Source: an optimization exercise on an open RTL-to-GDS flow (aim: small area, a short achievable clock period and few clock cycles per item). Production flows keep margins and buffers that such runs may drop. In this exercise RTL edits were held to simulation tests only and were not proved equivalent to the original. Power is estimated from default activity; no workload was simulated.

## JK
Design ep_filter_stream, start of the top module:
module ep_filter_stream #(
  parameter int unsigned PIX_W = 8,
  parameter int unsigned WIN   = 3,
  parameter int unsigned WGT_W = 4
) (
  input  logic                     clk,
  input  logic                     rst_n,
  input  logic                     in_valid,
  output logic                     in_ready,
  input  logic [WIN*WIN*PIX_W-1:0] in_win,
  input  logic                     in_sof,
  input  logic                     in_eol,
  input  logic [3:0]               thr_shift,
  input  logic                     bypass,
  output logic                     out_valid,
  input  logic                     out_ready,
  output logic [PIX_W-1:0]         out_pix,
  output logic                     out_sof,
  output logic                     out_eol
);
Size in the first run: roughly 3200 cells after synthesis, ~95 I/O pins, roughly 30000 um2 of cells after synthesis.
==> module ep_div_stage, before the edit <==
module ep_div_stage (
  input  logic [7:0] rem_in,
  input  logic [7:0] nq_in,
  input  logic [7:0] div_in,
  output logic [7:0] rem_out,
  output logic [7:0] nq_out
);
  logic [8:0] trial;
  logic [8:0] diff;
  logic       ge;
  always_comb begin
    trial   = {rem_in, nq_in[7]};
    diff    = trial - {1'b0, div_in};
    ge      = ~diff[8];
    rem_out = ge ? diff[7:0] : trial[7:0];
    nq_out  = {nq_in[6:0], ge};
  end
endmodule
==> module ep_absdiff, before the edit <==
module ep_absdiff (
  input  logic [7:0] p,
  input  logic [7:0] c,
  input  logic [7:0] x,
  output logic [7:0] a
);
  logic [7:0] gl [4];
  logic [7:0] pl [4];
  logic [7:0] cin0, cin1;
  assign gl[0] = p & ~c;
  assign pl[0] = x;
  for (genvar l = 0; l < 3; l++) begin : g_lvl
    for (genvar i = 0; i < 8; i++) begin : g_bit
      if ((i >> l) % 2 == 1) begin : g_op
        localparam int J = ((i >> l) << l) - 1;
        assign gl[l+1][i] = gl[l][i] | (pl[l][i] & gl[l][J]);
        assign pl[l+1][i] = pl[l][i] & pl[l][J];
      end else begin : g_pass
        assign gl[l+1][i] = gl[l][i];
        assign pl[l+1][i] = pl[l][i];
      end
    end
  end
  assign cin0 = {gl[3][6:0], 1'b0};
  assign cin1 = {gl[3][6:0] | pl[3][6:0], 1'b1};
  assign a    = gl[3][7] ? (x ^ cin1) : ~(x ^ cin0);
endmodule
==> module ep_not8, before the edit <==
module ep_not8 (
  input  logic [7:0] a,
  output logic [7:0] y
);
  assign y = ~a;
endmodule
Settings: LEC_CHECK=0, ABC_AREA=1, CAP_MARGIN=20, CORE_MARGIN=2, CORE_UTILIZATION=40, CTS_BUF_LIST=sky130_fd_sc_hd__clkbuf_8, CTS_CLUSTER_DIAMETER=50, CTS_CLUSTER_SIZE=16, SETUP_SLACK_MARGIN=2.1, SLEW_MARGIN=20, SYNTH_HIERARCHICAL=1; clock period 5.0 ns.
standard.sh (not shown) runs the stock make flow with config.mk's settings and CLKGATE_MAP_FILE= SYNTH_SCRIPT=/design/flow/synth_recipe.tcl, a recipe that flattens the netlist after the stock synthesis.
==> flow/flow/run.sh <==
#!/bin/bash
# The standard layout (the standard.sh, unchanged), except that the port buffers that
# global placement inserts on every input and output are sky130_fd_sc_hd__buf_2 cells rather
# than the resizer's default pick; timing repair still resizes them where it needs to.
# The ORFS tools write their logs under orfs/logs/; make's own output goes to standard.log.
set -euo pipefail
bash standard.sh BUFFER_PORTS_ARGS="-buffer_cell sky130_fd_sc_hd__buf_2" finish > standard.log 2>&1
Testbench counts of JK, summed over its fixed seeds: cycles 16,064, items 16,000.
> inputs changed (JK -> MS)
--- a/flow/design.v
+++ b/flow/design.v
@@ -3,24 +3,6 @@
   localparam int unsigned DefWin  = 3;
   localparam int unsigned DefWgtW = 4;
 endpackage
-module ep_div_stage (
-  input  logic [7:0] rem_in,
-  input  logic [7:0] nq_in,
-  input  logic [7:0] div_in,
-  output logic [7:0] rem_out,
-  output logic [7:0] nq_out
-);
-  logic [8:0] trial;
-  logic [8:0] diff;
-  logic       ge;
-  always_comb begin
-    trial   = {rem_in, nq_in[7]};
-    diff    = trial - {1'b0, div_in};
-    ge      = ~diff[8];
-    rem_out = ge ? diff[7:0] : trial[7:0];
-    nq_out  = {nq_in[6:0], ge};
-  end
-endmodule
 module ep_fa (
   input  logic a,
   input  logic b,
@@ -31,39 +13,6 @@
   assign s  = a ^ b ^ c;
   assign co = (a & b) | (a & c) | (b & c);
 endmodule
-module ep_absdiff (
-  input  logic [7:0] p,
-  input  logic [7:0] c,
-  input  logic [7:0] x,
-  output logic [7:0] a
-);
-  logic [7:0] gl [4];
-  logic [7:0] pl [4];
-  logic [7:0] cin0, cin1;
-  assign gl[0] = p & ~c;
-  assign pl[0] = x;
-  for (genvar l = 0; l < 3; l++) begin : g_lvl
-    for (genvar i = 0; i < 8; i++) begin : g_bit
-      if ((i >> l) % 2 == 1) begin : g_op
-        localparam int J = ((i >> l) << l) - 1;
-        assign gl[l+1][i] = gl[l][i] | (pl[l][i] & gl[l][J]);
-        assign pl[l+1][i] = pl[l][i] & pl[l][J];
-      end else begin : g_pass
-        assign gl[l+1][i] = gl[l][i];
-        assign pl[l+1][i] = pl[l][i];
-      end
-    end
-  end
-  assign cin0 = {gl[3][6:0], 1'b0};
-  assign cin1 = {gl[3][6:0] | pl[3][6:0], 1'b1};
-  assign a    = gl[3][7] ? (x ^ cin1) : ~(x ^ cin0);
-endmodule
-module ep_not8 (
-  input  logic [7:0] a,
-  output logic [7:0] y
-);
-  assign y = ~a;
-endmodule
 module ep_filter_stream #(
   parameter int unsigned PIX_W = 8,
   parameter int unsigned WIN   = 3,
==> run summary <==
- As far as sequential cell area share goes, JK and MS are indistinguishable; the numbers are identical.
- JK and MS ended up with roughly the same power.
- From MS to JK, final sequential cell count did not move at all.
- Any difference in clock-pin slew reported for the worst setup and hold paths after clock tree synthesis between MS and JK is small enough to ignore.
- Comparing JK against MS, there is no change at all in routed wire length.
- As far as switching portion of total power goes, MS and JK are indistinguishable; the numbers are identical.
- MS -> JK: largest net degree at the start of global routing delta 0, exact match
- From MS to JK, maximum fanout count along the critical path did not move at all.
Testbench counts of MS, summed over its fixed seeds: cycles 16,064, items 16,000.

[port drivers added, routing unchanged]
How much do the figures lean on ideal ports? The routed layouts below were timed once more, with nothing changed but the port constraints. Step 1: set_driving_cell puts a clkbuf_16 on clk and a buf_2 on each other input, an assumption about the parent block. Step 2 adds t to the input delays and takes it off the output delays; t is the mean of the earliest and latest rising clock arrival at the registers after step 1. Input paths then give back, and output paths get back, about the clock's delay inside the block. Slacks: ideal / step 1 / step 2; pairs: ideal / step 1.
| run | t, ns | setup slack, ns | hold WS [ns] | clock arrival spread, ns | slew at the worst register clock pin (ns) |
|---|---|---|---|---|---|
| JK | 0.722 | 2.098 / 2.039 / 1.317 | 0.320 / 0.294 / 0.320 | 0.048 / 0.049 | 0.10 / 0.10 |
| MS | 0.722 | 2.098 / 2.039 / 1.317 | 0.320 / 0.294 / 0.320 | 0.048 / 0.049 | 0.10 / 0.10 |
After both steps setup and hold are still met in every run listed.
